What follows belongs to an exercise in optimizing a design on an open flow for small area and a short achievable clock period; a production flow would make more cautious choices. Only simulation tests tie the RTL to the original design; equivalence was not proved.

== lane 2 ==
// dft_bin_acc
module dft_bin_acc
#(
    parameter int N      = 256,
    parameter int PH_LAT = 6,
    parameter int ACC_W  = dft_pkg::ACC_W_DEF
) (
    input  logic                     CK,
    input  logic                     RST,
    input  logic                     START,
    input  logic signed [dft_pkg::PH_W-1:0]   cos0,
    input  logic signed [dft_pkg::PH_W-1:0]   sin0,
    input  logic signed [dft_pkg::PH_W-1:0]   cos1,
    input  logic signed [dft_pkg::PH_W-1:0]   sin1,
    output logic [dft_pkg::ADDR_W-1:0]        smp_addr,
    input  logic signed [dft_pkg::SMP_W-1:0]  smp_data,
    output logic signed [ACC_W-1:0]  re0,
    output logic signed [ACC_W-1:0]  im0,
    output logic signed [ACC_W-1:0]  re1,
    output logic signed [ACC_W-1:0]  im1,
    output logic                     busy,
    output logic                     done
    ,
    output logic [ACC_W-1:0]         mag0,
    output logic [ACC_W-1:0]         mag1
);
Size: roughly 6700 cells after synthesis, ~390 I/O pins.
make LEC_CHECK=0 CAP_MARGIN=20 CORE_MARGIN=2 CORE_UTILIZATION=40 SETUP_SLACK_MARGIN=4.5 SLEW_MARGIN=20 SYNTH_HIERARCHICAL=1 finish   # period 9.5 ns
run.sh (not shown) runs the stock make flow with config.mk's settings and CLKGATE_MAP_FILE= SYNTH_SCRIPT=/design/flow/synth_recipe.tcl, a recipe that flattens the netlist after the stock synthesis.
No stage failed in lane 2, and the final checks on the layout all came back clean.
[inputs] lane 1 vs lane 2
diff --git a/flow/config.mk b/flow/config.mk
--- a/flow/config.mk
+++ b/flow/config.mk
@@ -11 +11 @@
-export SETUP_SLACK_MARGIN = 4.5
+export SETUP_SLACK_MARGIN = 3.5
==> comparison <==
- The flow did not stop early for lane 1: all stages ran, and the layout cleared the timing, design-rule and antenna checks.
- Delta (lane 1 minus lane 2): maximum frequency shows a reduction of about 1.4%.
- The clock period minus worst slack of lane 1 was inferior to that of lane 2.
- Routed wire in lane 1 totals less than in lane 2.
- | via count | higher: lane 2 |
- Going from lane 2 to lane 1, the number of clock buffers in the layout was found to have gone down by about 6%.
- | pin count of the biggest net entering global routing | higher: lane 2 |
- Summary of lane 1 over lane 2: slack of the worst reg-to-reg path -0.08 ns, end-of-flow core utilization -4.1 points.
- Between lane 1 and lane 2, the setup slack of the critical path after layout is higher for lane 2.


Setup of job 4855:
dft_bin_acc, a different RTL version from the one above (not shown whole).
Size: roughly 390 I/O pins, ~0.068 sq mm of cells after synthesis.
// dft_bin_acc
module dft_bin_acc
#(
    parameter int N      = 256,
    parameter int PH_LAT = 6,
    parameter int ACC_W  = dft_pkg::ACC_W_DEF
) (
    input  logic                     CK,
    input  logic                     RST,
    input  logic                     START,
    input  logic signed [dft_pkg::PH_W-1:0]   cos0,
    input  logic signed [dft_pkg::PH_W-1:0]   sin0,
    input  logic signed [dft_pkg::PH_W-1:0]   cos1,
    input  logic signed [dft_pkg::PH_W-1:0]   sin1,
    output logic [dft_pkg::ADDR_W-1:0]        smp_addr,
    input  logic signed [dft_pkg::SMP_W-1:0]  smp_data,
    output logic signed [ACC_W-1:0]  re0,
    output logic signed [ACC_W-1:0]  im0,
    output logic signed [ACC_W-1:0]  re1,
    output logic signed [ACC_W-1:0]  im1,
    output logic                     busy,
    output logic                     done
    ,
    output logic [ACC_W-1:0]         mag0,
    output logic [ACC_W-1:0]         mag1
);
    localparam int W = 44;      
    localparam int MW = 43;     
    logic [8:0] cnt;
    logic       done_q;
    logic       init_q;      
    logic       en_q;        
    logic       ld;          
    logic [8:0] one_q, two_q, neg_q;
  ...
Settings: LEC_CHECK=0, CAP_MARGIN=20, CORE_MARGIN=2, CORE_UTILIZATION=40, CTS_CLUSTER_DIAMETER=100, CTS_CLUSTER_SIZE=24, SETUP_SLACK_MARGIN=3.8, SLEW_MARGIN=20, SYNTH_HIERARCHICAL=1; clock period 9.5 ns.
standard.sh (not shown) runs the stock make flow with config.mk's settings and CLKGATE_MAP_FILE= SYNTH_SCRIPT=/design/flow/synth_recipe.tcl, a recipe that flattens the netlist after the stock synthesis.
==> flow/flow/run.sh <==
#!/bin/bash
# The standard layout (the standard.sh, unchanged synthesis), except that the
# buffers placed on the ports are plain buffers (buf_2, which timing repair may
# upsize) instead of the delay-type buffer buffer_ports picks by default.
set -euo pipefail
bash standard.sh synth > synth.log 2>&1
bash standard.sh "BUFFER_PORTS_ARGS=-buffer_cell sky130_fd_sc_hd__buf_2" finish > layout.log 2>&1
Job 4855 reached the final stage; the timing, design-rule and antenna checks on its layout passed.
Relative to job 4855, the following input files were edited for job 826:
- swapping 3.8 for 4.1 in SETUP_SLACK_MARGIN
- Post-layout utilization of the core: higher on job 826
- Job 4855 has a higher clock latency of the later-clocked register in the worst-skew pair than job 826.
- Job 826 against job 4855: final RePlAce weighted congestion saw a decrease; final worst setup slack went up by 0.21 ns; final-layout non-clock buffer area share shows an increase of 1.1 points.
- Going from job 4855 to job 826, the count of plain and timing-repair buffers was found to have gone up by 78.
- Compared with job 4855, in job 826 worst hold slack across all endpoints did not really move; maximum achievable frequency went up by 4.0%; total via count in the routed design went up by about 1%.
- Area of all placed cells without fillers was higher in the run labelled job 826.
The inputs of job 5689 differ from those of job 826 as listed below.
- SETUP_SLACK_MARGIN: 4.1 -> 4.0
Findings:
Every stage of the flow completed for job 5689, and the final layout passed the timing, design-rule and antenna checks.
The final reports for job 5689 and job 826 show area added between synthesis and finish lower in the former.
Comparing job 826 and job 5689, the higher area taken by multi-input logic gates was measured on job 826.
Compared with job 826, job 5689 shows a higher met1 track demand over resource in global routing.
Destination of the critical timing path: lo0_q[20]$_DFF_PP0_ -> job 826, mag1[15] -> job 5689
The highest-delay cell along the critical path comes out sky130_fd_sc_hd__a221o_2 in one run and sky130_fd_sc_hd__fa_1 in the other, namely in job 826 and job 5689 respectively.
diff inputs: job 5689 => job 5422
- CTS_CLUSTER_DIAMETER changed from 100 to 110
- CTS_CLUSTER_SIZE changed from 24 to 28
Notes after the runs:
Job 5422 ended with every stage complete and zero timing, DRC or antenna violations. When job 5422 is measured against job 5689, its critical path depth turns out 7 higher. Job 5422 -> job 5689: global-route usage flat. Between job 5422 and job 5689, the filler cell count in the final layout figures differ only marginally. Delay of the slowest cell on the worst path on job 5422 is up relative to job 5689. Via count: job 5689 vs job 5422 — no meaningful difference. The lower post-CTS resize count of job 5689 and job 5422 is in job 5689. Any difference in cell area between job 5422 and job 5689 is small enough to ignore. Job 5689 → job 5422: share of post-route cells with drive strength above 1 flat, global-route track usage on met1 barely changed.

-- separate check: timing with driven ports --
The flow's constraints put no driver on any port. The routed layouts listed below were extracted and timed again, unchanged, in two steps.
Step 1 assumes that a clkbuf_16 drives the clock port and a buf_2 every other input.
Step 2 moves the port delays by t, midway between the first and last clock arrival at a register: inputs arrive t later, outputs are due t later. That takes back most of the time a late clock gives input paths.
Slacks: no drivers / after step 1 / after step 2; pairs: no drivers / after step 1.
run | t, ns | setup WS [ns] | hold WS [ns] | latest minus earliest clock arrival (ns) | worst slew at a driven data input, ns
lane 2 | 0.790 | 3.651 / 3.651 / 3.651 | 0.632 / 0.632 / 0.632 | 0.046 / 0.046 | 0.08
lane 1 | 0.766 | 3.567 / 3.567 / 2.805 | 0.635 / 0.635 / 0.635 | 0.045 / 0.045 | 0.21
job 4855 | 0.718 | 3.960 / 3.883 / 3.390 | 0.621 / 0.621 / 0.621 | 0.050 / 0.051 | 0.20
job 826 | 0.720 | 4.174 / 4.128 / 3.408 | 0.620 / 0.620 / 0.620 | 0.047 / 0.047 | 0.19
job 5689 | 0.718 | 4.092 / 4.006 / 3.292 | 0.583 / 0.583 / 0.583 | 0.054 / 0.053 | 0.21
job 5422 | 0.781 | 4.104 / 4.032 / 3.272 | 0.626 / 0.626 / 0.626 | 0.045 / 0.046 | 0.21
After both steps setup and hold are still met in every run listed. The setup slack of job 5422, which loses most, moves by -0.072 ns with the drivers and by -0.832 ns with both steps.
